Source: an optimization exercise on an open RTL-to-GDS flow (aim: small area, a short achievable clock period and few clock cycles per item). Production flows keep margins and buffers that such runs may drop. Only simulation tests tie the RTL to the original design; equivalence was not proved.

### flow/flow/setup_margin
9
### flow/constraint.sdc
create_clock -name core_clock -period 16.0 [get_ports {aclk}]
set_input_delay 3.2000 -clock core_clock [delete_from_list [all_inputs] [get_ports {aclk}]]
set_output_delay 3.2000 -clock core_clock [all_outputs]
set_load 0.01 [all_outputs]
### flow/flow/run.sh
#!/bin/bash
# Standard ORFS layout (the standard.sh, unchanged synthesis and steps),
# with repair_timing asked for extra setup margin so that the achieved
# period, not just the 16 ns constraint, is optimised. The SDC is unchanged.
set -euo pipefail
MARGIN=$(cat flow/setup_margin)
bash standard.sh SETUP_SLACK_MARGIN="$MARGIN" finish > orfs_make.log 2>&1
### flow/config.mk
export PLATFORM = sky130hd
export DESIGN_NAME = greedy_iou_track_association
export DESIGN_NICKNAME = greedy_iou_track_association
export VERILOG_FILES = /design/flow/design.v
export SDC_FILE = /design/flow/constraint.sdc
export NUM_CORES = 4
export LEC_CHECK = 0
export CAP_MARGIN = 20
export CORE_MARGIN = 2
export CORE_UTILIZATION = 65
export SLEW_MARGIN = 20
### flow/design.v
`timescale 1ns / 1ps
package gita_pkg;
    localparam logic OP_DET = 1'b0;
    localparam logic OP_EOF = 1'b1;
    localparam logic CFG_IOU_THRESHOLD = 1'b0;
    localparam logic CFG_MAX_MISSED    = 1'b1;
    localparam int   IDENT_BITS  = 16;
    localparam int   MISS_BITS   = 9;
    localparam logic [7:0] IOU_THRESHOLD_RST = 8'd77;
    localparam logic [7:0] MAX_MISSED_RST    = 8'd8;
endpackage
`timescale 1ns / 1ps
module greedy_iou_track_association #(
    parameter int MAX_TRACKS = 16,
    parameter int COORD_BITS = 12
) (
    input  logic                  aclk,
    input  logic                  aresetn,
    input  logic                  cfg_we,
    input  logic                  cfg_idx,
    input  logic [7:0]            cfg_wdata,
    input  logic                  s_valid,
    output logic                  s_ready,
    input  logic                  s_op,
    input  logic [COORD_BITS-1:0] s_box_x,
    input  logic [COORD_BITS-1:0] s_box_y,
    input  logic [COORD_BITS-1:0] s_box_w,
    input  logic [COORD_BITS-1:0] s_box_h,
    output logic                  m_valid,
    input  logic                  m_ready,
    output logic [15:0]           m_trk_ident,
    output logic                  m_new_track,
    output logic                  m_table_full
);
    localparam int N  = MAX_TRACKS;
    localparam int SW = (N > 1) ? $clog2(N) : 1;
    localparam int CB = COORD_BITS;
    localparam int EB = CB + 1;           
    localparam int AW = 2 * CB;           
    localparam int UW = AW + 1;           
    localparam int SB = 2 * UW + 1;       
    localparam int MB = 8;                
    localparam int FL = 6;                
    localparam int BXW = 2 * CB + 2 * EB + 1;   
    logic [N-1:0]  valid_reg, used_reg, nz_reg;
    logic [CB-1:0] tx_mem [N];
    logic [CB-1:0] ty_mem [N];
    logic [EB-1:0] tex_mem [N];
    logic [EB-1:0] tey_mem [N];
    logic [15:0]   ident_mem [N];
    logic [MB-1:0] miss_mem [N];
    logic [15:0]   next_ident_reg;
    logic [7:0]    thr_reg, maxm_reg;
    logic          b_full_reg;
    logic [1:0]    e_cnt_reg;
    logic [CB-1:0] b_x_reg, b_y_reg, b_w_reg, b_h_reg;
    logic [EB-1:0] b_ex, b_ey;            
    logic          b_nz;
    logic          r_busy_reg, r_first_reg;
    logic [CB-1:0] dx_reg, dy_reg;
    logic [EB-1:0] dex_reg, dey_reg;
    logic          dnz_reg;
    logic [AW-1:0] area_reg;
    logic [N-1:0]  mask_reg;
    logic [SW-1:0] pidx_reg;              
    logic          single_reg;            
    logic          rv_reg, r_cand_reg, r_first_o_reg, r_last_reg, r_live_reg;
    logic [SW-1:0] r_idx_reg;
    logic [CB-1:0] ox_reg, oy_reg, tw_reg, th_reg;
    logic signed [EB:0] nox_reg;          
    logic [AW-1:0] r_area_reg;
    logic [BXW-1:0] r_box_reg;
    logic          mv_reg, m_cand_reg, m_first_reg, m_last_reg;
    logic [SW-1:0] m_idx_reg;
    logic [AW-1:0] inter_reg;
    logic [UW-1:0] uni_reg;
    logic [BXW-1:0] m_box_reg;
    logic          best_found_reg;
    logic [SW-1:0] best_slot_reg;
    logic [AW-1:0] best_inter_reg;
    logic [UW-1:0] best_union_reg;
    logic          xc_busy_reg, x_last_reg;
    logic [2:0]    xc_step_reg;
    logic signed [SB-1:0] xs_reg;
    localparam int XPW = UW + 8;          
    logic [XPW-1:0] xp1_reg, xp2_reg;
    logic          xp_v_reg;              
    logic signed [8:0] nthr_reg;          
    logic [AW-1:0] xi_reg;                
    logic [UW-1:0] xu_reg;
    logic [SW-1:0] xidx_reg;
    logic          f_v_reg;
    logic [BXW-1:0] f_box_reg;
    logic          c_pend_reg;            
    logic [N-1:0]  drop_prev_reg;         
    logic          pc_fix_reg;            
    logic          pc_ovl_reg;            
    logic          q1_v_reg, q2_v_reg;
    logic [17:0]   q1_reg, q2_reg;
    logic stall, q_block, t_go, xc_done, r_emit, r_last_emit;
    logic start_det, start_eof, drained, accept;
    logic [N-1:0] pick, mask_rest;
    assign q_block = (m_valid && q1_v_reg && (q2_v_reg || f_v_reg)) ||
                     (q2_v_reg && f_v_reg && (m_valid || q1_v_reg));
    assign stall   = xc_busy_reg || q_block;
    always_comb begin
        pick = '0;
        pick[pidx_reg] = 1'b1;
        mask_rest = mask_reg & ~pick;
    end
    logic [N-1:0] mask_left;
    assign r_emit      = r_busy_reg && !stall;
    assign mask_left   = (r_emit ? mask_rest : mask_reg) | (pc_add ? pc_bit : '0);
    assign r_last_emit = r_emit && single_reg && !pc_add;
    logic start_eof_e, pc_add;
    logic [N-1:0] pc_bit;
    assign drained     = !r_busy_reg && !rv_reg && !mv_reg && !xc_busy_reg;
    assign start_eof_e = (e_cnt_reg != 2'd0) && !c_pend_reg && !r_busy_reg && !rv_reg &&
                         t_go && m_last_reg;
    assign start_eof   = ((e_cnt_reg != 2'd0) && !c_pend_reg && drained) || start_eof_e;
    assign start_det = b_full_reg && !stall &&
                       (((e_cnt_reg == 2'd0) && (!r_busy_reg || r_last_emit)) ||
                        ((e_cnt_reg == 2'd1) && start_eof));
    assign s_ready = (!b_full_reg || start_det) && ((e_cnt_reg != 2'd2) || start_eof);
    assign accept  = s_valid && s_ready;
    logic          have_free;
    logic [SW-1:0] free_slot;
    logic [N-1:0]  valid_pre;             
    always_comb begin
        valid_pre = valid_reg | (c_pend_reg ? drop_prev_reg : '0);
        have_free = 1'b0;
        free_slot = '0;
        for (int i = N - 1; i >= 0; i--) begin
            if (!valid_pre[i]) begin
                have_free = 1'b1;
                free_slot = SW'(i);
            end
        end
    end
    logic [SW-1:0] wr_slot;
    logic          wr_en, wr_new;
    logic [N-1:0]  wr_oh;
    always_comb begin
        wr_new  = f_v_reg && !best_found_reg && have_free;
        wr_en   = f_v_reg && (best_found_reg || have_free);
        wr_slot = best_found_reg ? best_slot_reg : free_slot;
        wr_oh   = '0;
        wr_oh[wr_slot] = wr_en;
        pc_bit  = '0;
        pc_bit[wr_slot] = 1'b1;
        pc_add  = c_pend_reg && pc_fix_reg && pc_ovl_reg && wr_en && !mask_reg[wr_slot];
    end
    logic [N-1:0]  used_post, age_hit, drop;
    always_comb begin
        used_post = used_reg | (c_pend_reg ? '0 : wr_oh);
        for (int i = 0; i < N; i++) begin
            age_hit[i] = start_eof && valid_reg[i] && !used_post[i];
            drop[i]    = age_hit[i] && (miss_mem[i] >= maxm_reg);
        end
    end
    logic [N-1:0]  mask_next, s_cand;
    logic          ovl_f, ovl_c;
    logic [CB-1:0] c_x, c_y;
    logic [EB-1:0] c_ex, c_ey;
    logic          c_nz;
    logic [CB-1:0] f_x, f_y;
    logic [EB-1:0] f_ex, f_ey;
    logic          f_nz;
    always_comb begin
        {f_nz, f_ey, f_ex, f_y, f_x} = f_box_reg;
        ovl_f = f_nz &&
                (b_ex[EB-1:FL] >= (EB-FL)'(f_x[CB-1:FL])) &&
                (f_ex[EB-1:FL] >= (EB-FL)'(b_x_reg[CB-1:FL])) &&
                (b_ey[EB-1:FL] >= (EB-FL)'(f_y[CB-1:FL])) &&
                (f_ey[EB-1:FL] >= (EB-FL)'(b_y_reg[CB-1:FL]));
        {c_nz, c_ey, c_ex, c_y, c_x} = m_box_reg;
        ovl_c = c_nz &&
                (b_ex[EB-1:FL] >= (EB-FL)'(c_x[CB-1:FL])) &&
                (c_ex[EB-1:FL] >= (EB-FL)'(b_x_reg[CB-1:FL])) &&
                (b_ey[EB-1:FL] >= (EB-FL)'(c_y[CB-1:FL])) &&
                (c_ey[EB-1:FL] >= (EB-FL)'(b_y_reg[CB-1:FL]));
        for (int i = 0; i < N; i++) begin
            s_cand[i] = start_eof ? (wr_oh[i] || (valid_reg[i] && !drop[i]))
                                  : ((valid_reg[i] || wr_oh[i]) && !used_post[i]);
            mask_next[i] = s_cand[i] && b_nz &&
                (wr_oh[i] ? ovl_f :
                 (nz_reg[i] &&
                  (b_ex[EB-1:FL] >= (EB-FL)'(tx_mem[i][CB-1:FL])) &&
                  (tex_mem[i][EB-1:FL] >= (EB-FL)'(b_x_reg[CB-1:FL])) &&
                  (b_ey[EB-1:FL] >= (EB-FL)'(ty_mem[i][CB-1:FL])) &&
                  (tey_mem[i][EB-1:FL] >= (EB-FL)'(b_y_reg[CB-1:FL]))));
        end
    end
    function automatic logic [SW-1:0] lowest(input logic [N-1:0] m);
        lowest = '0;
        for (int i = N - 1; i >= 0; i--) if (m[i]) lowest = SW'(i);
    endfunction
    function automatic logic one_or_none(input logic [N-1:0] m);
        one_or_none = ((m & (m - 1'b1)) == '0);
    endfunction
    logic [CB-1:0] rx, ry;
    logic [EB-1:0] rex, rey, sx, sy, ex, ey;
    logic signed [EB:0] nx, ny;
    logic r_fwd;
    always_comb begin
        r_fwd = c_pend_reg && wr_en && (wr_slot == pidx_reg);
        if (r_fwd) begin
            {rey, rex, ry, rx} = f_box_reg[BXW-2:0];
        end else begin
            rx  = tx_mem[pidx_reg];
            ry  = ty_mem[pidx_reg];
            rex = tex_mem[pidx_reg];
            rey = tey_mem[pidx_reg];
        end
        sx = (EB'(dx_reg) > EB'(rx)) ? EB'(dx_reg) : EB'(rx);
        sy = (EB'(dy_reg) > EB'(ry)) ? EB'(dy_reg) : EB'(ry);
        ex = (dex_reg < rex) ? dex_reg : rex;
        ey = (dey_reg < rey) ? dey_reg : rey;
        nx = signed'({1'b0, sx}) - signed'({1'b0, ex});
        ny = signed'({1'b0, sy}) - signed'({1'b0, ey});
    end
    logic [AW-1:0] inter_p;
    logic [UW-1:0] uni_p;
    always_comb begin
        inter_p = AW'(ox_reg) * AW'(oy_reg);
        uni_p   = UW'(signed'({1'b0, r_area_reg}) +
                      signed'({1'b0, tw_reg}) * signed'({1'b0, th_reg}) +
                      nox_reg * signed'({1'b0, oy_reg}));
    end
    logic signed [UW+9:0] th_y;
    always_comb begin
        th_y = signed'({2'b00, inter_reg - 1'b1, 8'hFF}) + signed'({1'b0, uni_reg}) * nthr_reg;
    end
    logic [7:0] xc_ci, xc_bi;
    logic signed [SB-1:0] xs_fin;
    always_comb begin
        xs_fin = (xs_reg <<< 8) + signed'(SB'(xp1_reg)) - signed'(SB'(xp2_reg));
        unique case (xc_step_reg[1:0])
            2'd0:    begin xc_ci = xi_reg[23:16]; xc_bi = best_inter_reg[23:16]; end
            2'd1:    begin xc_ci = xi_reg[15:8];  xc_bi = best_inter_reg[15:8];  end
            default: begin xc_ci = xi_reg[7:0];   xc_bi = best_inter_reg[7:0];   end
        endcase
    end
    logic cand_ok, eff_found, qualify, sure_better, sure_worse, need_xc, take_cur;
    always_comb begin
        t_go        = mv_reg && !stall;
        xc_done     = xc_busy_reg && (xc_step_reg == 3'd3) && !q_block;
        cand_ok     = m_cand_reg && !used_reg[m_idx_reg] &&
                      !(wr_en && !c_pend_reg && (wr_slot == m_idx_reg));
        eff_found   = best_found_reg && !m_first_reg;
        qualify     = !th_y[UW+9];
        sure_better = (inter_reg >= best_inter_reg) && (uni_reg <= best_union_reg) &&
                      ((inter_reg != best_inter_reg) || (uni_reg != best_union_reg));
        sure_worse  = (inter_reg <= best_inter_reg) && (uni_reg >= best_union_reg);
        need_xc     = t_go && cand_ok && qualify && eff_found && !sure_better && !sure_worse;
        take_cur    = t_go && cand_ok && qualify &&
                      (!eff_found || sure_better ||
                       ((inter_reg == best_inter_reg) && (uni_reg == best_union_reg) &&
                        (m_idx_reg < best_slot_reg)));
    end
    logic pop;
    assign pop = m_valid && m_ready;
    always_ff @(posedge aclk) begin
        if (!aresetn) begin
            valid_reg      <= '0;
            used_reg       <= '0;
            next_ident_reg <= '0;
            thr_reg        <= gita_pkg::IOU_THRESHOLD_RST;
            nthr_reg       <= -signed'({1'b0, gita_pkg::IOU_THRESHOLD_RST});
            maxm_reg       <= gita_pkg::MAX_MISSED_RST;
            b_full_reg     <= 1'b0;
            c_pend_reg     <= 1'b0;
            e_cnt_reg      <= 2'd0;
            r_busy_reg     <= 1'b0;
            rv_reg         <= 1'b0;
            mv_reg         <= 1'b0;
            xc_busy_reg    <= 1'b0;
            f_v_reg        <= 1'b0;
            m_valid        <= 1'b0;
            q1_v_reg       <= 1'b0;
            q2_v_reg       <= 1'b0;
        end else begin
            if (cfg_we) begin
                unique case (cfg_idx)
                    gita_pkg::CFG_IOU_THRESHOLD: begin
                        thr_reg  <= cfg_wdata;
                        nthr_reg <= -signed'({1'b0, cfg_wdata});
                    end
                    gita_pkg::CFG_MAX_MISSED:    maxm_reg <= cfg_wdata;
                    default: ;
                endcase
            end
            if (accept && (s_op == gita_pkg::OP_DET)) b_full_reg <= 1'b1;
            else if (start_det)                        b_full_reg <= 1'b0;
            e_cnt_reg <= e_cnt_reg - 2'(start_eof) + 2'(accept && (s_op == gita_pkg::OP_EOF));
            for (int i = 0; i < N; i++) begin
                if (wr_oh[i]) valid_reg[i] <= 1'b1;
                else if (drop[i]) valid_reg[i] <= 1'b0;
            end
            used_reg <= start_eof ? '0 : used_post;
            if (start_eof_e) c_pend_reg <= 1'b1;
            else if (f_v_reg) c_pend_reg <= 1'b0;
            if (wr_new) next_ident_reg <= next_ident_reg + 1'b1;
            if (start_det)        r_busy_reg <= 1'b1;
            else if (r_last_emit) r_busy_reg <= 1'b0;
            if (!stall) begin
                rv_reg <= r_busy_reg;
                mv_reg <= rv_reg;
            end
            if (need_xc)      xc_busy_reg <= 1'b1;
            else if (xc_done) xc_busy_reg <= 1'b0;
            f_v_reg <= (t_go && m_last_reg && !need_xc) || (xc_done && x_last_reg);
            if (pop) begin
                m_valid  <= q1_v_reg || (f_v_reg && !q1_v_reg);
                q1_v_reg <= q2_v_reg || (f_v_reg && q1_v_reg && !q2_v_reg);
                q2_v_reg <= f_v_reg && q2_v_reg;
            end else if (f_v_reg) begin
                if (!m_valid)       m_valid  <= 1'b1;
                else if (!q1_v_reg) q1_v_reg <= 1'b1;
                else                q2_v_reg <= 1'b1;
            end
        end
    end
    logic [17:0] res;
    always_comb begin
        if (best_found_reg)  res = {ident_mem[best_slot_reg], 2'b00};
        else if (have_free)  res = {next_ident_reg, 2'b10};
        else                 res = {16'd0, 2'b01};
    end
    always_ff @(posedge aclk) begin
        if (s_ready) begin
            b_x_reg  <= s_box_x;
            b_y_reg  <= s_box_y;
            b_w_reg  <= s_box_w;
            b_h_reg  <= s_box_h;
            b_ex     <= EB'(s_box_x) + EB'(s_box_w);
            b_ey     <= EB'(s_box_y) + EB'(s_box_h);
            b_nz     <= (s_box_w != '0) && (s_box_h != '0);
        end
        if (start_eof_e) drop_prev_reg <= drop;
        if (start_det) begin
            pc_fix_reg  <= start_eof_e;
            pc_ovl_reg  <= ovl_c;
            dx_reg      <= b_x_reg;
            dy_reg      <= b_y_reg;
            dex_reg     <= b_ex;
            dey_reg     <= b_ey;
            dnz_reg     <= b_nz;
            area_reg    <= AW'(b_w_reg) * AW'(b_h_reg);
            mask_reg    <= mask_next;
            pidx_reg    <= lowest(mask_next);
            single_reg  <= one_or_none(mask_next);
            r_first_reg <= 1'b1;
        end else if (r_emit || pc_add) begin
            mask_reg    <= mask_left;
            pidx_reg    <= lowest(mask_left);
            single_reg  <= one_or_none(mask_left);
            if (r_emit) r_first_reg <= 1'b0;
        end
        if (!stall) begin
            r_cand_reg    <= (mask_reg != '0) && nx[EB] && ny[EB];
            r_first_o_reg <= r_first_reg;
            r_last_reg    <= single_reg && !pc_add;
            r_idx_reg     <= pidx_reg;
            ox_reg        <= CB'(ex - sx);
            oy_reg        <= CB'(ey - sy);
            nox_reg       <= nx;
            tw_reg        <= CB'(rex - EB'(rx));
            th_reg        <= CB'(rey - EB'(ry));
            r_area_reg    <= area_reg;
            r_box_reg     <= {dnz_reg, dey_reg, dex_reg, dy_reg, dx_reg};
            m_cand_reg  <= r_cand_reg;
            m_first_reg <= r_first_o_reg;
            m_last_reg  <= r_last_reg;
            m_idx_reg   <= r_idx_reg;
            inter_reg   <= inter_p;
            uni_reg     <= uni_p;
            m_box_reg   <= r_box_reg;
        end
        if (t_go && m_last_reg) f_box_reg <= m_box_reg;
        if (!xc_busy_reg) begin
            xi_reg      <= inter_reg;
            xu_reg      <= uni_reg;
            xidx_reg    <= m_idx_reg;
            x_last_reg  <= m_last_reg;
            xc_step_reg <= ((inter_reg[23:16] == '0) && (best_inter_reg[23:16] == '0)) ? 3'd1 : 3'd0;
            xs_reg      <= '0;
            xp_v_reg    <= 1'b0;
        end else if (xc_step_reg != 3'd3) begin
            xc_step_reg <= xc_step_reg + 1'b1;
            xp1_reg     <= XPW'(best_union_reg) * XPW'(xc_ci);
            xp2_reg     <= XPW'(xu_reg) * XPW'(xc_bi);
            xp_v_reg    <= 1'b1;
            if (xp_v_reg) xs_reg <= xs_fin;
        end
        if (take_cur) begin
            best_found_reg <= 1'b1;
            best_slot_reg  <= m_idx_reg;
            best_inter_reg <= inter_reg;
            best_union_reg <= uni_reg;
        end else if (t_go && m_first_reg) begin
            best_found_reg <= 1'b0;
        end else if (xc_done && ((xs_fin > 0) || ((xs_fin == 0) && (xidx_reg < best_slot_reg)))) begin
            best_slot_reg  <= xidx_reg;
            best_inter_reg <= xi_reg;
            best_union_reg <= xu_reg;
        end
        for (int i = 0; i < N; i++) begin
            if (wr_oh[i]) begin
                {nz_reg[i], tey_mem[i], tex_mem[i], ty_mem[i], tx_mem[i]} <= f_box_reg;
                miss_mem[i] <= '0;
            end else if (age_hit[i]) begin
                miss_mem[i] <= miss_mem[i] + 1'b1;
            end
        end
        if (wr_new) ident_mem[free_slot] <= next_ident_reg;
        if (pop) begin
            {m_trk_ident, m_new_track, m_table_full} <= q1_v_reg ? q1_reg : res;
            q1_reg <= q2_v_reg ? q2_reg : res;
            q2_reg <= res;
        end else if (f_v_reg) begin
            if (!m_valid)       {m_trk_ident, m_new_track, m_table_full} <= res;
            else if (!q1_v_reg) q1_reg <= res;
            else                q2_reg <= res;
        end
    end
endmodule
### flow/standard.sh
#!/bin/bash
# synth_recipe.tcl (not shown) runs the flow's synth.tcl, then flattens the netlist and writes it again
# the make line also repeats each setting of config.mk as NAME=value (left out here)
make -C /OpenROAD-flow-scripts/flow DESIGN_CONFIG=/design/flow/config.mk WORK_HOME=/design/flow/orfs CLKGATE_MAP_FILE= SYNTH_SCRIPT=/design/flow/synth_recipe.tcl "${@:-finish}"
==> metrics.md, run 1 <==
| Metric | Value |
|---|---|
| Share of the synthesized area in the top cell type | roughly two fifths |
| Num ports | between 80 and 90 |
| Final Hold Viols | 0 |
| CTS tree | done |
| Worst Tran Pin Value | ~1200 ps |
| Initial core utilization | roughly 65% |
| Largest register FFs | around 260 |
| Clk_skew | between 90 and 100 ps |
| Yosys cell types | 120 |
| Element type at the critical path start | flip-flop |
| Gr ovfl total | 0 |
| Syn. warnings | 6 |
| Final #Nets | ~15,000 |
| Final RePlAce weighted congestion | 0.9668 |
| WS Path Type | reg -> out |
| Drt pass-1 iters | 8 |
| Status | finished clean |
| Setup violations, final | 0 |
| Most frequent cell after synthesis | edfxtp_1 |
| Register area share after synthesis | 42.66% |
| Clock sink count | approximately 2,000 |
| Synth top cells by count | edfxtp_1, inv_1, ha_1, nand2_1, fa_1 |
| Number of synthesized register bits | between 2,000 and 2,500 |
| FP Rows | 169 |
| Critical path arrival | 4370 ps |
| Largest net degree at the start of global routing | 87 |
| Vias in the first global route | ~100k |
| P&R area growth vs syn | 13.19% |
| Post-synthesis net count | ~14,000 |
| Routed len/inst | 26.78 um |
| Worst setup EP type | primary output |
| HP Class | reg -> reg |
| Cell taking the most area after synthesis | edfxtp_1 |
| DR vias | 97,900 |
| Final core occ | roughly 74% |
| Fin crit period | 7573 ps |
| Filler cell count | roughly 14,000 |
| Post-Syn Instances | about 12,000 |
| Avg Cell Area, Syn | 11.56 um2 |
| Largest cells by area after synthesis | edfxtp_1, fa_1, ha_1, inv_1, dfxtp_1 |
| First-pass GRT wire length | 611.1 mm |
| Max cap viols | 0 |
| Worst-path fanout max | 5 |
| Die ar. | around 220,000 um2 |
| Post-synth EDFFs | approximately 1,800 |
| DRT antenna net count | 0 |
| Port bufs | 82 |
| Initial antenna violation count | 10 |
| Post-synth top flop | edfxtp_1 |
| CTS clk-pin slew, worst paths | ~60 ps |
| Post-Route WL | 410.5 mm |
| GRT Overall Usage | 37.58% |
| Core area | 211,700 um2 |
| DP HPWL | 279.3 mm |
| Die Span X | 464.9 um |
| Setup TNS | 0 ps |
| H-tree lvl count | 4 |
| Share of cells above drive strength 1 | about an eighth |
| Synthesized area | 138,100 um2 |
| Drc violations | 0 |
| Clk latency of the worst-skew pair | ~900 ps |
| Die Ht | roughly 460 um |
| Max frequency | around 0.13 GHz |
| Clock root buffer | clkbuf_16 |
| CTS Buffer Depth | 3 |
| RSZ-0062 raised after global routing | yes |
| Vias/cell | between 6 and 7 |
| Slew HR | between 10% and 20% |
| Largest register by flop count | ident_mem |
| Slew Limit Fails | 0 |
| Fin crit share | a little under half |
| 1st-iter DRT viols | 11,200 |
| CP required | ~13,000 ps |
| Num CTS Buffers | 212 |
| Fraction of registers with async set/reset | 0% |
worst paths after layout:
path / depth (start not counted) / start / slack (ps) / to
max: 17 / c_pend_reg / 8430 / s_ready
min: 0 / b_x_reg[5] / 410 / dx_reg[5]
max reg2reg: 36 / pidx_reg[2] / 8730 / r_cand_reg
min reg2reg: 0 / b_x_reg[5] / 410 / dx_reg[5]
cells in the final DEF, fill, tap and decap left out, types with 53 or more instances in the layout:
master	Yosys	final
edfxtp_1	1792	1792
inv_1	1580	1544
ha_1	1271	1216
nand2_1	1052	1036
fa_1	1015	1003
nor2_1	592	567
a21oi_1	467	411
buf_4	8	367
a21o_1	330	330
and2_1	350	328
o21ai_0	295	263
dfxtp_1	255	237
clkbuf_16	0	224
xnor2_1	222	211
nand2b_1	190	186
nor2b_1	181	167
xor2_1	155	153
a22oi_1	146	140
nand4_1	121	121
a22o_1	109	108
mux2_2	116	102
nand3_1	96	94
a221oi_1	95	92
mux4_2	86	86
nor3_1	91	80
clkdlybuf4s50_1	0	80
and3_1	76	68
a211oi_1	70	65
buf_6	3	54
or3_1	53	53
stage by stage:
step	cell area [um2]	instances	hold WS, ps	setup WS [ps]
after floorplan	138400	11950	400.3	5434
after global placement	142300	14550	400.6	6633
after detailed placement	142300	14560	404.5	6870
after CTS	153300	15170	408.8	8453
after global routing	156300	15320	411.5	8280
final	156300	15330	409.5	8427
kinds of logic after synthesis:
logic type / synth area share [%]
and+or+nand+nor: 10.43
adders and majority gates: 26.24
DFF: 42.66
buffers and inverters: 5.602
AOI/OAI and AO/OA: 9.986
xor gates and xnor gates: 2.403
muxes: 2.678
worst max-delay path, cell delays in order (launching register included):
cell and delay [ps]:
dfxtp_4 380, buf_6 130, buf_16 120, a2111o_1 410, a21o_1 200, nand4_4 140, nand2_8 90, inv_12 50
mux4_2 490, a311oi_2 300, o21ai_2 100, buf_6 140, and2_4 140, a21boi_4 170, a21bo_4 160, nand2_2 60
o21a_4 180, buf_6 150
layer usage:
metal  wire length (um)  track usage, %  vias up
li1                   -               -    42330
met1             153000           48.88    48870
met2             193600           61.30     5412
met3              39800           6.749     1285
met4              24120           18.30        0
met5                  0               0        -
layout make-up:
cell class | instances | area, um2 | area share, %
Timing Repair Buffer | 596 | 6238 | 3.991
Sequential cell | 2047 | 58950 | 37.71
Multi-Input combinational cell | 7866 | 74040 | 47.37
Inverter | 1587 | 6006 | 3.842
Clock buffer | 262 | 5624 | 3.598
Clock inverter | 140 | 1908 | 1.221
Tap cell | 2821 | 3530 | 2.258
Antenna cell | 9 | 22.52 | 0.01441
repair_timing:
action | CTS | global route
pin swaps | 106 | 204
setup endpoints to repair | 195 | 107
gates cloned | 28 | 14
resized for setup | 305 | 350
buffers inserted | 183 | 136
hold buffers | 0 | 0
Testbench counts, summed over its fixed seeds: cycles 7,289, items 4,500.
==> run 2: changes to the inputs <==
--- a/flow/design.v
+++ b/flow/design.v
@@ -67,7 +67,6 @@
     logic          rv_reg, r_cand_reg, r_first_o_reg, r_last_reg, r_live_reg;
     logic [SW-1:0] r_idx_reg;
     logic [CB-1:0] ox_reg, oy_reg, tw_reg, th_reg;
-    logic signed [EB:0] nox_reg;          
     logic [AW-1:0] r_area_reg;
     logic [BXW-1:0] r_box_reg;
     logic          mv_reg, m_cand_reg, m_first_reg, m_last_reg;
@@ -98,11 +97,12 @@
     logic          q1_v_reg, q2_v_reg;
     logic [17:0]   q1_reg, q2_reg;
     logic stall, q_block, t_go, xc_done, r_emit, r_last_emit;
+    logic stall_reg;                      
+    logic m_valid_n, q1_v_n, q2_v_n, xc_busy_n, pop;
     logic start_det, start_eof, drained, accept;
     logic [N-1:0] pick, mask_rest;
-    assign q_block = (m_valid && q1_v_reg && (q2_v_reg || f_v_reg)) ||
-                     (q2_v_reg && f_v_reg && (m_valid || q1_v_reg));
-    assign stall   = xc_busy_reg || q_block;
+    assign q_block = (m_valid && q1_v_reg) || q2_v_reg;
+    assign stall   = stall_reg;              
     always_comb begin
         pick = '0;
         pick[pidx_reg] = 1'b1;
@@ -111,7 +111,9 @@
     logic [N-1:0] mask_left;
     assign r_emit      = r_busy_reg && !stall;
     assign mask_left   = (r_emit ? mask_rest : mask_reg) | (pc_add ? pc_bit : '0);
-    assign r_last_emit = r_emit && single_reg && !pc_add;
+    logic pc_maybe;
+    assign pc_maybe    = c_pend_reg && pc_fix_reg && pc_ovl_reg;
+    assign r_last_emit = r_emit && single_reg && !pc_maybe;
     logic start_eof_e, pc_add;
     logic [N-1:0] pc_bit;
     assign drained     = !r_busy_reg && !rv_reg && !mv_reg && !xc_busy_reg;
@@ -121,7 +123,7 @@
     assign start_det = b_full_reg && !stall &&
                        (((e_cnt_reg == 2'd0) && (!r_busy_reg || r_last_emit)) ||
                         ((e_cnt_reg == 2'd1) && start_eof));
-    assign s_ready = (!b_full_reg || start_det) && ((e_cnt_reg != 2'd2) || start_eof);
+    assign s_ready = (!b_full_reg || start_det) && (e_cnt_reg != 2'd2);
     assign accept  = s_valid && s_ready;
     logic          have_free;
     logic [SW-1:0] free_slot;
@@ -199,8 +201,9 @@
         one_or_none = ((m & (m - 1'b1)) == '0);
     endfunction
     logic [CB-1:0] rx, ry;
-    logic [EB-1:0] rex, rey, sx, sy, ex, ey;
-    logic signed [EB:0] nx, ny;
+    logic [EB-1:0] rex, rey;
+    logic [CB-1:0] r_ox, r_oy;
+    logic          r_live;
     logic r_fwd;
     always_comb begin
         r_fwd = c_pend_reg && wr_en && (wr_slot == pidx_reg);
@@ -212,12 +215,12 @@
             rex = tex_mem[pidx_reg];
             rey = tey_mem[pidx_reg];
         end
-        sx = (EB'(dx_reg) > EB'(rx)) ? EB'(dx_reg) : EB'(rx);
-        sy = (EB'(dy_reg) > EB'(ry)) ? EB'(dy_reg) : EB'(ry);
-        ex = (dex_reg < rex) ? dex_reg : rex;
-        ey = (dey_reg < rey) ? dey_reg : rey;
-        nx = signed'({1'b0, sx}) - signed'({1'b0, ex});
-        ny = signed'({1'b0, sy}) - signed'({1'b0, ey});
+        r_ox = (dex_reg < rex) ? ((EB'(dx_reg) > EB'(rx)) ? CB'(dex_reg - EB'(dx_reg)) : CB'(dex_reg - EB'(rx)))
+                               : ((EB'(dx_reg) > EB'(rx)) ? CB'(rex - EB'(dx_reg))     : CB'(rex - EB'(rx)));
+        r_oy = (dey_reg < rey) ? ((EB'(dy_reg) > EB'(ry)) ? CB'(dey_reg - EB'(dy_reg)) : CB'(dey_reg - EB'(ry)))
+                               : ((EB'(dy_reg) > EB'(ry)) ? CB'(rey - EB'(dy_reg))     : CB'(rey - EB'(ry)));
+        r_live = dnz_reg && (dex_reg > EB'(rx)) && (rex > EB'(dx_reg)) &&
+                 (dey_reg > EB'(ry)) && (rey > EB'(dy_reg));
     end
     logic [AW-1:0] inter_p;
     logic [UW-1:0] uni_p;
@@ -225,7 +228,8 @@
         inter_p = AW'(ox_reg) * AW'(oy_reg);
         uni_p   = UW'(signed'({1'b0, r_area_reg}) +
                       signed'({1'b0, tw_reg}) * signed'({1'b0, th_reg}) +
-                      nox_reg * signed'({1'b0, oy_reg}));
+                      signed'(~{1'b0, ox_reg}) * signed'({1'b0, oy_reg}) +
+                      signed'({1'b0, oy_reg}));
     end
     logic signed [UW+9:0] th_y;
     always_comb begin
@@ -258,8 +262,22 @@
                        ((inter_reg == best_inter_reg) && (uni_reg == best_union_reg) &&
                         (m_idx_reg < best_slot_reg)));
     end
-    logic pop;
     assign pop = m_valid && m_ready;
+    always_comb begin
+        m_valid_n = m_valid;
+        q1_v_n    = q1_v_reg;
+        q2_v_n    = q2_v_reg;
+        if (pop) begin
+            m_valid_n = q1_v_reg || f_v_reg;
+            q1_v_n    = q2_v_reg || (f_v_reg && q1_v_reg);
+            q2_v_n    = f_v_reg && q2_v_reg;
+        end else if (f_v_reg) begin
+            if (!m_valid)       m_valid_n = 1'b1;
+            else if (!q1_v_reg) q1_v_n    = 1'b1;
+            else                q2_v_n    = 1'b1;
+        end
+        xc_busy_n = need_xc || (xc_busy_reg && !xc_done);
+    end
     always_ff @(posedge aclk) begin
         if (!aresetn) begin
             valid_reg      <= '0;
@@ -275,6 +293,7 @@
             rv_reg         <= 1'b0;
             mv_reg         <= 1'b0;
             xc_busy_reg    <= 1'b0;
+            stall_reg      <= 1'b0;
             f_v_reg        <= 1'b0;
             m_valid        <= 1'b0;
             q1_v_reg       <= 1'b0;
@@ -307,18 +326,12 @@
                 rv_reg <= r_busy_reg;
                 mv_reg <= rv_reg;
             end
-            if (need_xc)      xc_busy_reg <= 1'b1;
-            else if (xc_done) xc_busy_reg <= 1'b0;
+            xc_busy_reg <= xc_busy_n;
+            stall_reg   <= xc_busy_n || (m_valid_n && q1_v_n) || q2_v_n;
             f_v_reg <= (t_go && m_last_reg && !need_xc) || (xc_done && x_last_reg);
-            if (pop) begin
-                m_valid  <= q1_v_reg || (f_v_reg && !q1_v_reg);
-                q1_v_reg <= q2_v_reg || (f_v_reg && q1_v_reg && !q2_v_reg);
-                q2_v_reg <= f_v_reg && q2_v_reg;
-            end else if (f_v_reg) begin
-                if (!m_valid)       m_valid  <= 1'b1;
-                else if (!q1_v_reg) q1_v_reg <= 1'b1;
-                else                q2_v_reg <= 1'b1;
-            end
+            m_valid  <= m_valid_n;
+            q1_v_reg <= q1_v_n;
+            q2_v_reg <= q2_v_n;
         end
     end
     logic [17:0] res;
@@ -340,7 +353,7 @@
         if (start_eof_e) drop_prev_reg <= drop;
         if (start_det) begin
             pc_fix_reg  <= start_eof_e;
-            pc_ovl_reg  <= ovl_c;
+            pc_ovl_reg  <= ovl_c && b_nz;
             dx_reg      <= b_x_reg;
             dy_reg      <= b_y_reg;
             dex_reg     <= b_ex;
@@ -358,13 +371,12 @@
             if (r_emit) r_first_reg <= 1'b0;
         end
         if (!stall) begin
-            r_cand_reg    <= (mask_reg != '0) && nx[EB] && ny[EB];
+            r_cand_reg    <= (mask_reg != '0) && r_live;
             r_first_o_reg <= r_first_reg;
-            r_last_reg    <= single_reg && !pc_add;
+            r_last_reg    <= single_reg && !pc_maybe;
             r_idx_reg     <= pidx_reg;
-            ox_reg        <= CB'(ex - sx);
-            oy_reg        <= CB'(ey - sy);
-            nox_reg       <= nx;
+            ox_reg        <= r_ox;
+            oy_reg        <= r_oy;
             tw_reg        <= CB'(rex - EB'(rx));
             th_reg        <= CB'(rey - EB'(ry));
             r_area_reg    <= area_reg;
==> metrics.md, run 2 <==
| Metric | Value |
|---|---|
| Status | finished clean |
| Vias/cell | 6.426 (+0.61%) |
| DR vias | 100,200 (+2.4%) |
| Clk_skew | 113.3 ps (+22.75 ps) |
| Cell area after layout | 155,800 um2 (-0.31%) |
| DRT antenna net count | 0 (unchanged) |
| Final Non-Filler Cells | 15,600 (+1.8%) |
| Clock root buffer | clkbuf_16 |
| Worst setup EP type | flip-flop |
| Final Hold Viols | 0 (unchanged) |
| Most frequent cell after synthesis | edfxtp_1 |
| Slew Limit Fails | 0 (unchanged) |
| Gr ovfl total | 0 (unchanged) |
| Share of the synthesized area in the top cell type | 38.28% (-0.68 points) |
| Met3 GRT Util | 7.826% (+1.1 points) |
| Clk latency of the worst-skew pair | 930 ps (about the same) |
| Post-synth top flop | edfxtp_1 |
| Synth top cells by count | edfxtp_1, inv_1, ha_1, fa_1, nand2_1 |
| Worst Tran Pin Value | 1232 ps (-11.51 ps) |
| Core area | 214,000 um2 (+1.1%) |
| Clock sink count | 2,035 (-0.59%) |
| Yosys cell types | 117 (-2.5%) |
| FP Rows | 170 (+0.59%) |
| GR peak layer | met2 |
| Worst-path fanout max | 5 (unchanged) |
| P&R area growth vs syn | 11.66% |
| CTS clk-pin slew, worst paths | 60 ps (about the same) |
| Worst hold path depth | 0 (unchanged) |
| Die Ht | 467.4 um (+0.52%) |
| Routed len/inst | 27.63 um (+3.2%) |
| Slew HR | 17.84% (+0.77 points) |
| Most common cell after layout, fill and taps aside | edfxtp_1 |
| Drt pass-1 iters | 9 (+1) |
| Setup TNS | 0 ps (unchanged) |
| Num CTS Buffers | 206 (-2.8%) |
| Critical path arrival | 7550 ps (+3180 ps) |
| WS Path Type | reg -> reg |
| HP Class | reg -> reg |
| Hold EP | m_box_reg[8] |
| CTS Hold Bufs | 0 (unchanged) |
| Vias in the first global route | 101,200 (+1.0%) |
| Die ar. | 218,400 um2 (+1.0%) |
| H-tree lvl count | 4 (unchanged) |
| Cell taking the most area after synthesis | edfxtp_1 |
| M2 GR Usage | 62.38% (+1.1 points) |
| Setup violations, final | 0 (unchanged) |
| CP required | 16,530 ps (+3730 ps) |
| 1st-iter DRT viols | 11,180 (-0.14%) |
| Die Span X | 467.4 um (+0.52%) |
| Post-Route WL | 431.0 mm (+5.0%) |
| Cell area after placement | 144,100 um2 (+1.3%) |
| Fin crit period | 7018 ps (-555.0 ps) |
| Syn. warnings | 6 (unchanged) |
| Setup slack, reg-to-reg | 8980 ps (+250 ps) |
| Post-synth EDFFs | 1,779 (-0.73%) |
| Post-Syn Instances | 12,250 (+2.6%) |
| Largest net degree at the start of global routing | 179 (+110%) |
| Register area share after synthesis | 41.95% (-0.71 points) |
| Placed insts | 14,940 (+2.6%) |
| Commonest cells after routing, fill and taps aside | edfxtp_1, inv_1, ha_1 |
| Max frequency | 0.1425 GHz (+7.9%) |
| CTS Buffer Depth | 3 (unchanged) |
| Fraction of registers with async set/reset | 0% (unchanged) |
| DP HPWL | 299.2 mm (+7.1%) |
| Largest register by flop count | ident_mem |
| Element type at the critical path start | flip-flop |
| Met1 capacity usage during global routing | 48.36% (-0.52 points) |
| Final RePlAce weighted congestion | 0.9950 (+2.9%) |
| Cells on worst reg2reg path | 22 (-39%) |
| Avg Cell Area, Syn | 11.39 um2 (-1.5%) |
| RSZ-0062 raised after global routing | yes |
| Worst r2r src | ox_reg[8] |
| CTS tree | done |
| Drc violations | 0 (unchanged) |
| Final #Nets | 14,970 (+2.1%) |
| Num ports | 83 (unchanged) |
| Max cap viols | 0 (unchanged) |
| Largest register FFs | 256 (unchanged) |
| GRT Overall Usage | 39.02% (+1.4 points) |
| Largest cells by area after synthesis | edfxtp_1, fa_1, ha_1, inv_1, dfxtp_1 |
| Reg2reg end | uni_reg[22] |
| Number of synthesized register bits | 2,035 (-0.59%) |
| Initial antenna violation count | 19 (+9) |
| Initial core utilization | 65.22% (about the same) |
| Post-synthesis net count | 14,640 (+2.4%) |
| Port bufs | 82 (unchanged) |
| Min-delay src | r_box_reg[8] |
| Synthesized area | 139,600 um2 (+1.0%) |
| First-pass GRT wire length | 631.9 mm (+3.4%) |
| Fin crit share | 43.86% (-3.5 points) |
| Share of cells above drive strength 1 | 10.43% (-1.9 points) |
run 2: logic make-up (layout without fill, tap and decap cells):
logic type	after synthesis	after routing	share of synthesized area (%)
buffers and inverters	2080	2577	5.631
and+or+nand+nor	3111	3119	10.85
muxes	265	265	2.745
DFF	2035	2035	41.95
xor gates and xnor gates	364	364	2.311
adders and majority gates	2331	2331	26.39
AOI/OAI and AO/OA	2064	2064	10.11
other	0	6	0
run 2: how the worst max path moves through the flow:
stage / start / to / slack [ps]
after CTS: xc_step_reg[0] / xp2_reg[31] / 8940
after global placement: nthr_reg[7] / best_inter_reg[13] / 7650
final: ox_reg[8] / uni_reg[22] / 8980
after global routing: c_pend_reg / ox_reg[11] / 8840
after floorplan: stall_reg / s_ready / 8490
after detailed placement: nthr_reg[7] / best_inter_reg[12] / 7490
run 2: worst max-delay path, stage by stage, from the launching register on:
cell      delay [ps]
edfxtp_1         460
buf_12           170
buf_4            140
nand2b_1         180
fa_1             540
fa_1             560
inv_1             50
ha_1             300
fa_1             520
inv_1             60
fa_1             560
fa_1             420
inv_1            110
fa_1             440
ha_1             340
o21a_1           170
o31ai_4          360
a21oi_2          130
a41oi_2          320
a211oi_2         150
a41oi_2          310
nor2b_4          260
xnor2_4          150
run 2: stage by stage:
stage                     setup slack, ps  util, %  hold WS [ps]
final                                8982    72.82         412.6
after global routing                 8843    72.82         411.3
after CTS                            8942    71.41         405.3
after detailed placement             7490    67.35         404.5
after global placement               7653    67.34         401.8
after floorplan                      8487        -         400.3
run 2: metal layers:
| metal | wire, um | vias up |
|---|---|---|
| met5 | 141 | - |
| met4 | 35080 | 20 |
| met3 | 42560 | 1431 |
| met2 | 199500 | 5688 |
| met1 | 153600 | 49730 |
| li1 | - | 43360 |
run 2: timing repair:
action                                  CTS  global route
gates cloned                             10            24
gates resized for setup                 236           259
buffers inserted                         67           164
endpoints found under the setup margin  173           102
pin swaps                                24           126
run 2: cell type report:
cell class | instances | area (um2)
flip-flops and latches | 2035 | 58610
clock buffers | 261 | 5473
inverters | 1649 | 6248
well taps | 2838 | 3551
repair inverters | 1 | 7.507
multi-input cells | 8143 | 75120
repair buffers | 540 | 5375
fillers | 14750 | 58150
diodes | 6 | 15.01
clock inverters | 126 | 1429
Testbench counts of run 2, summed over its fixed seeds: cycles 7,297, items 4,500.
==> run 3: changes to the inputs <==
--- a/flow/config.mk
+++ b/flow/config.mk
@@ -8,4 +8,6 @@
 export CAP_MARGIN = 20
 export CORE_MARGIN = 2
 export CORE_UTILIZATION = 65
+export CTS_CLUSTER_DIAMETER = 100
+export CTS_CLUSTER_SIZE = 20
 export SLEW_MARGIN = 20
==> metrics.md, run 3 <==
| Metric | Value |
|---|---|
| DR vias | 98,970 (-1.3%) |
| Yosys cell types | 117 (unchanged) |
| Post-Synth XOR/XNOR Area | 2.311% (unchanged) |
| Cell taking the most area after synthesis | edfxtp_1 |
| Post-synthesis net count | 14,640 (unchanged) |
| Commonest cells after routing, fill and taps aside | edfxtp_1, inv_1, ha_1 |
| Post-synth EDFFs | 1,779 (unchanged) |
| Clk_skew | 138.3 ps (+24.99 ps) |
| CTS Buffer Depth | 3 (unchanged) |
| Worst Tran Pin Value | 1222 ps (-10.84 ps) |
| Slew HR | 18.56% (+0.72 points) |
| CTS Hold Bufs | 0 (unchanged) |
| Element type at the critical path start | flip-flop |
| P&R area growth vs syn | 9.028% |
| Max cap viols | 0 (unchanged) |
| Setup TNS | 0 ps (unchanged) |
| Vias in the first global route | 99,840 (-1.3%) |
| Final #Nets | 14,860 (-0.69%) |
| Worst-path fanout max | 7 (+2) |
| Worst setup EP type | flip-flop |
| Largest cells by area after synthesis | edfxtp_1, fa_1, ha_1, inv_1, dfxtp_1 |
| Synth top cells by count | edfxtp_1, inv_1, ha_1, fa_1, nand2_1 |
| Adder-Cell Fraction of Synth Area | 26.39% (unchanged) |
| Most frequent cell after synthesis | edfxtp_1 |
| Fin crit period | 7003 ps (-15.40 ps) |
| Die Span X | 467.4 um (unchanged) |
| Max frequency | 0.1428 GHz (+0.22%) |
| Combinational family with the most area after synthesis | adder cells |
| Clock root buffer | clkbuf_16 |
| CTS clk-pin slew, worst paths | 90 ps (+30 ps) |
| Die ar. | 218,400 um2 (unchanged) |
| CP required | 16,600 ps (+70 ps) |
| Number of synthesized register bits | 2,035 (unchanged) |
| HP Class | reg -> reg |
| GRT Overall Usage | 38.53% (-0.48 points) |
| Clock sink count | 2,035 (unchanged) |
| Num CTS Buffers | 119 (-42%) |
| Vias/cell | 6.434 (+0.12%) |
| Largest register FFs | 256 (unchanged) |
| Slew Limit Fails | 0 (unchanged) |
| Register area share after synthesis | 41.95% (unchanged) |
| RSZ-0062 raised after global routing | yes |
| Initial antenna violation count | 20 (+1) |
| Drc violations | 0 (unchanged) |
| Clk latency of the worst-skew pair | 900 ps (-30 ps) |
| Critical path arrival | 7610 ps (+60 ps) |
| Share of the synthesized area in the top cell type | 38.28% (unchanged) |
| Status | finished clean |
| Worst r2r src | ox_reg[8] |
| Setup slack, reg-to-reg | 9000 ps (+20 ps) |
| Final Hold Viols | 0 (unchanged) |
| WS Path Type | reg -> reg |
| Routed len/inst | 27.64 um (about the same) |
| Core area | 214,000 um2 (unchanged) |
| H-tree lvl count | 3 (-1) |
| Largest net degree at the start of global routing | 179 (unchanged) |
| Post-synthesis mux area share | 2.745% (unchanged) |
| 1st-iter DRT viols | 11,600 (+3.7%) |
| Post-Route WL | 425.2 mm (-1.3%) |
| Reg2reg end | uni_reg[22] |
| Complex-gate fraction of the synthesized area | 10.11% (unchanged) |
| Port bufs | 82 (unchanged) |
| Largest register by flop count | ident_mem |
| Min-delay src | r_box_reg[43] |
| Avg Cell Area, Syn | 11.39 um2 (unchanged) |
| Worst hold path depth | 0 (unchanged) |
| Drt pass-1 iters | 9 (unchanged) |
| First-pass GRT wire length | 624.7 mm (-1.1%) |
| Post-synth top flop | edfxtp_1 |
| Post-Syn Instances | 12,250 (unchanged) |
| Cells on worst reg2reg path | 22 (unchanged) |
| DP HPWL | 299.2 mm (unchanged) |
| Fin crit share | 43.77% (-0.096 points) |
| Post-synthesis simple-gate area fraction | 10.85% (unchanged) |
| FP Rows | 170 (unchanged) |
| Gr ovfl total | 0 (unchanged) |
| Synthesized area | 139,600 um2 (unchanged) |
| DRT antenna net count | 0 (unchanged) |
| Cell area after layout | 152,200 um2 (-2.4%) |
| Share of cells above drive strength 1 | 9.142% (-1.3 points) |
| Setup violations, final | 0 (unchanged) |
| Cell area after placement | 144,100 um2 (unchanged) |
| Fraction of registers with async set/reset | 0% (unchanged) |
| Most common cell after layout, fill and taps aside | edfxtp_1 |
| Die Ht | 467.4 um (unchanged) |
| Hold EP | m_box_reg[43] |
| Initial core utilization | 65.22% (unchanged) |
| Final RePlAce weighted congestion | 0.9950 (unchanged) |
| CTS tree | done |
| Num ports | 83 (unchanged) |
| Syn. warnings | 6 (unchanged) |
run 3: cell types whose count changed in the layout (fill, tap and decap cells not counted), moves of 7 or more:
cell | previous run | this run
bufinv_16 | 18 | 1
clkbuf_16 | 225 | 136
clkinv_2 | 36 | 6
clkbuf_8 | 10 | 2
clkinv_16 | 12 | 5
buf_12 | 38 | 29
clkinv_1 | 43 | 2
clkinvlp_4 | 20 | 13
clkinv_4 | 8 | 0
run 3: what timing repair did:
action,CTS,global route
pin swaps,24,131
cloned,11,19
setup endpoints to repair,173,92
resized for setup,243,229
setup buffers,63,156
run 3: through the flow:
step | hold slack [ps] | setup WS (ps) | utilization, % | cells
final | 416.6 | 8997 | 71.11 | 15380
after global routing | 421.3 | 8879 | 71.10 | 15380
after CTS | 411.8 | 8958 | 69.84 | 15200
after detailed placement | 404.5 | 7490 | 67.35 | 14940
after global placement | 401.8 | 7653 | 67.34 | 14940
after floorplan | 400.3 | 8487 | - | 12250
run 3: area by class of cell:
cell class | count | area (um2)
diodes | 9 | 22.52
clock buffers | 159 | 3138
clock inverters | 26 | 399.1
fillers | 15200 | 61830
inverters | 1649 | 6240
multi-input cells | 8140 | 74990
flip-flops and latches | 2035 | 58610
well taps | 2838 | 3551
repair buffers | 525 | 5191
repair inverters | 2 | 15.01
run 3: cells by family (layout without fill, tap and decap cells):
logic type | after synthesis | in the layout
multiplexers | 265 | 265
buffers and inverters | 2080 | 2361
adder cells (fa/ha/maj) | 2331 | 2331
flip-flops | 2035 | 2035
other | 0 | 9
AO/OA/AOI/OAI | 2064 | 2064
XOR/XNOR | 364 | 364
AND/OR/NAND/NOR | 3111 | 3116
run 3: critical path: stages (launching register included):
cell and delay (ps):
edfxtp_1 460, buf_12 180, buf_4 140, nand2b_1 170, fa_1 530, fa_1 550, inv_1 50, ha_1 300
fa_1 520, inv_1 60, fa_1 560, fa_1 420, inv_1 110, fa_1 430, ha_1 340, o21a_1 170
o31ai_4 360, a21oi_2 130, a41oi_2 320, a211oi_2 140, a41oi_2 340, nor2b_4 270, xnor2_4 210
run 3: metal layers:
metal | routed length, um | vias to the layer above | GRT usage [%]
li1 | - | 43030 | -
met1 | 152200 | 49170 | 48.15
met2 | 196800 | 5400 | 61.80
met3 | 41200 | 1358 | 6.859
met4 | 34960 | 14 | 25.68
met5 | 102 | - | 0
run 3: how the worst max path moves through the flow:
stage                              start                  to  depth (start not counted)
final                          ox_reg[8]         uni_reg[22]                         22
after global routing           ox_reg[5]         uni_reg[22]                         26
after CTS                 xc_step_reg[0]         xp2_reg[31]                         26
after detailed placement     nthr_reg[7]  best_inter_reg[12]                         24
after global placement       nthr_reg[7]  best_inter_reg[13]                         24
after floorplan                stall_reg             s_ready                         11
==> run 4: changes to the inputs <==
--- a/flow/design.v
+++ b/flow/design.v
@@ -54,7 +54,7 @@
     logic          b_full_reg;
     logic [1:0]    e_cnt_reg;
     logic [CB-1:0] b_x_reg, b_y_reg, b_w_reg, b_h_reg;
-    logic [EB-1:0] b_ex, b_ey;            
+    logic [EB-1:0] b_ex, b_ey;
     logic          b_nz;
     logic          r_busy_reg, r_first_reg;
     logic [CB-1:0] dx_reg, dy_reg;
@@ -169,6 +169,9 @@
     logic [EB-1:0] f_ex, f_ey;
     logic          f_nz;
     always_comb begin
+        b_ex = EB'(b_x_reg) + EB'(b_w_reg);
+        b_ey = EB'(b_y_reg) + EB'(b_h_reg);
+        b_nz = (b_w_reg != '0) && (b_h_reg != '0);
         {f_nz, f_ey, f_ex, f_y, f_x} = f_box_reg;
         ovl_f = f_nz &&
                 (b_ex[EB-1:FL] >= (EB-FL)'(f_x[CB-1:FL])) &&
@@ -346,9 +349,6 @@
             b_y_reg  <= s_box_y;
             b_w_reg  <= s_box_w;
             b_h_reg  <= s_box_h;
-            b_ex     <= EB'(s_box_x) + EB'(s_box_w);
-            b_ey     <= EB'(s_box_y) + EB'(s_box_h);
-            b_nz     <= (s_box_w != '0) && (s_box_h != '0);
         end
         if (start_eof_e) drop_prev_reg <= drop;
         if (start_det) begin
--- a/flow/config.mk
+++ b/flow/config.mk
@@ -8,6 +8,4 @@
 export CAP_MARGIN = 20
 export CORE_MARGIN = 2
 export CORE_UTILIZATION = 65
-export CTS_CLUSTER_DIAMETER = 100
-export CTS_CLUSTER_SIZE = 20
 export SLEW_MARGIN = 20
==> metrics.md, run 4 <==
| Metric | Value |
|---|---|
| Status | finished clean |
| Post-synthesis net count | 14,530 (-0.77%) |
| Initial antenna violation count | 13 (-35%) |
| Cell area after placement | 142,600 um2 (-1.1%) |
| Min Hold Slack | 334.0 ps (-82.62 ps) |
| Syn. warnings | 6 (unchanged) |
| Final RePlAce weighted congestion | 0.9683 (-2.7%) |
| Drt pass-1 iters | 7 (-2) |
| CTS Hold Bufs | 0 (unchanged) |
| Die ar. | 216,200 um2 (-1.0%) |
| Final #Nets | 14,890 (+0.18%) |
| DR WL met3 | 40.47 mm (-1.8%) |
| Port bufs | 82 (unchanged) |
| Fin crit period | 7267 ps (+264.8 ps) |
| 1st-iter DRT viols | 10,590 (-8.7%) |
| DR vias | 99,140 (+0.18%) |
| Clock sink count | 2,008 (-1.3%) |
| Cell area after layout | 155,500 um2 (+2.2%) |
| Fin crit share | 45.42% (+1.7 points) |
| Largest register by flop count | ident_mem |
| Setup slack, reg-to-reg | 8730 ps (-260 ps) |
| H-tree lvl count | 4 (+1) |
| Commonest cells after routing, fill and taps aside | edfxtp_1, inv_1, ha_1 |
| Worst setup EP type | flip-flop |
| Worst-path fanout max | 7 (unchanged) |
| Setup violations, final | 0 (unchanged) |
| Largest net degree at the start of global routing | 156 (-13%) |
| Drc violations | 0 (unchanged) |
| Routed len/inst | 26.85 um (-2.8%) |
| Worst r2r src | inter_reg[4] |
| Slew HR | 21.65% (+3.1 points) |
| CTS clk-pin slew, worst paths | 70 ps (-20 ps) |
| Number of synthesized register bits | 2,008 (-1.3%) |
| Post-synth EDFFs | 1,752 (-1.5%) |
| Post-Route WL | 416.5 mm (-2.0%) |
| Synth top cells by count | edfxtp_1, inv_1, ha_1, nand2_1, fa_1 |
| Initial core utilization | 65.25% (about the same) |
| CP required | 16,610 ps (about the same) |
| Final core occ | 73.47% (+2.4 points) |
| Clock root buffer | clkbuf_16 |
| Avg Cell Area, Syn | 11.38 um2 (-0.12%) |
| Die Ht | 465.0 um (-0.51%) |
| DP HPWL | 281.6 mm (-5.9%) |
| Crit path capture | best_inter_reg[14] |
| Element type at the critical path start | flip-flop |
| Placed insts | 14,760 (-1.2%) |
| Vias in the first global route | 101,300 (+1.5%) |
| Num CTS Buffers | 209 (+76%) |
| Fraction of registers with async set/reset | 0% (unchanged) |
| Highest routed layer | met5 |
| Post-synth top flop | edfxtp_1 |
| P&R area growth vs syn | 12.60% |
| Clk latency of the worst-skew pair | 910 ps (about the same) |
| Critical Path Max Stage Delay | 580 ps (+20 ps) |
| Worst Tran Pin Value | 1175 ps (-46.27 ps) |
| DRT antenna net count | 0 (unchanged) |
| GRT Overall Usage | 37.95% (-0.58 points) |
| HP Class | reg -> reg |
| Largest register FFs | 256 (unchanged) |
| Register area share after synthesis | 41.80% (-0.15 points) |
| Wl on met1 | 154.2 mm (+1.4%) |
| WS Path Type | reg -> reg |
| Vias/cell | 6.392 (-0.64%) |
| Num ports | 83 (unchanged) |
| Slew Limit Fails | 0 (unchanged) |
| Max cap viols | 0 (unchanged) |
| RSZ-0062 raised after global routing | yes |
| Reg2reg end | best_inter_reg[14] |
| Most frequent cell after synthesis | edfxtp_1 |
| Die Span X | 465.0 um (-0.51%) |
| Cells on worst reg2reg path | 25 (+14%) |
| Met2 routed WL | 196.8 mm (about the same) |
| CTS tree | done |
| Setup TNS | 0 ps (unchanged) |
| Clk_skew | 102.7 ps (-35.55 ps) |
| FP Rows | 169 (-0.59%) |
| Share of the synthesized area in the top cell type | 38.09% (-0.19 points) |
| First-pass GRT wire length | 618.3 mm (-1.0%) |
| Cell taking the most area after synthesis | edfxtp_1 |
| Final Non-Filler Cells | 15,510 (+0.83%) |
| Critical path arrival | 7880 ps (+270 ps) |
| CP max-delay cell | fa_1 |
| Final Hold Viols | 0 (unchanged) |
| CP Launch Point | inter_reg[4] |
| Gr ovfl total | 0 (unchanged) |
| Largest cells by area after synthesis | edfxtp_1, fa_1, ha_1, inv_1, dfxtp_1 |
| Most common cell after layout, fill and taps aside | edfxtp_1 |
| Core area | 211,700 um2 (-1.1%) |
| Max frequency | 0.1376 GHz (-3.6%) |
| Synthesized area | 138,100 um2 (-1.0%) |
| CTS Buffer Depth | 3 (unchanged) |
| Share of cells above drive strength 1 | 11.44% (+2.3 points) |
| Post-Syn Instances | 12,140 (-0.91%) |
| Yosys cell types | 101 (-14%) |
-- run 4: final cells by class --
cell class                      count  area, um2
Multi-Input combinational cell   8053      74690
Sequential cell                  2008      57800
Fill cell                       14290      56150
Timing Repair Buffer              602       6237
Inverter                         1623       6147
Clock buffer                      257       5542
Tap cell                         2821       3530
Clock inverter                    138       1544
Antenna cell                        6      15.01
Timing Repair inverter              2      10.01
-- run 4: cell families (layout without fill, tap and decap cells) --
group	count (synthesis)	count (layout)	share of synthesized area, %
AND/OR/NAND/NOR	3039	3041	10.65
adder cells (fa/ha/maj)	2332	2332	26.67
buffers and inverters	2079	2622	5.666
AO/OA/AOI/OAI	2020	2020	9.886
flip-flops	2008	2008	41.80
XOR/XNOR	380	380	2.415
multiplexers	280	280	2.906
other	0	6	0
-- run 4: metrics by stage --
step,worst slack (ps)
CTS,8761
detailed placement,6653
global placement,6592
floorplan,8994
global route,8637
finish,8733
-- run 4: worst min path at each step --
stage               cells past startpoint     startpoint  slack (ps)             to
global placement                        0  r_box_reg[22]         400  m_box_reg[22]
global route                            0  r_box_reg[29]         340  m_box_reg[29]
finish                                  0  r_box_reg[29]         330  m_box_reg[29]
floorplan                               0   m_box_reg[0]         400   f_box_reg[0]
detailed placement                      0   m_box_reg[0]         400   f_box_reg[0]
CTS                                     0  r_box_reg[29]         330  m_box_reg[29]
-- run 4: metal layers --
| metal | GRT usage, % | vias to the layer above |
|---|---|---|
| li1 | - | 42980 |
| met1 | 48.89 | 49450 |
| met2 | 62.23 | 5442 |
| met3 | 7.126 | 1258 |
| met4 | 18.36 | 12 |
| met5 | 0 | - |
-- run 4: repair_timing --
item / in CTS / in global routing
resized for setup: 271 / 285
endpoints found under the setup margin: 183 / 148
setup buffers: 155 / 156
hold endpoints to repair: 0 / 0
gates cloned: 17 / 18
pin swaps: 51 / 167
-- run 4: worst max-delay path: cells and delay by family, from the launching register on --
kind                       cells  cell delay [ps]
DFF                            1              400
AOI/OAI and AO/OA              8             1830
buffers and inverters          2              390
adders and majority gates      4             1530
and+or+nand+nor                9             2450
xor gates and xnor gates       1              170
muxes                          1              200
Testbench counts of run 4, summed over its fixed seeds: cycles 7,297, items 4,500.

-- re-timing with driven ports --
No port has a modelled driver above. Below, the same layouts with a new extraction and two added sets of constraints.
Step 1 sets driving cells, clkbuf_16 on the clock port and buf_2 on the other inputs (assumed; they add their load-dependent delay and slew).
Step 2 also shifts input and output timing later by t, the mid clock arrival at the registers, as if the neighbouring blocks saw the same clock.
Three values: ideal, step 1, step 2; two values: the first two.
| run | shift t [ns] | setup WS [ns] | clock arrival spread, ns |
|---|---|---|---|
| run 1 | 0.965 | 8.427 / 8.343 / 8.732 | 0.103 / 0.103 |
| run 2 | 0.967 | 8.982 / 8.982 / 8.982 | 0.120 / 0.119 |
| run 3 | 0.929 | 8.997 / 8.997 / 8.997 | 0.138 / 0.138 |
| run 4 | 0.959 | 8.733 / 8.733 / 8.733 | 0.107 / 0.107 |
After both steps every run listed still meets setup and hold.
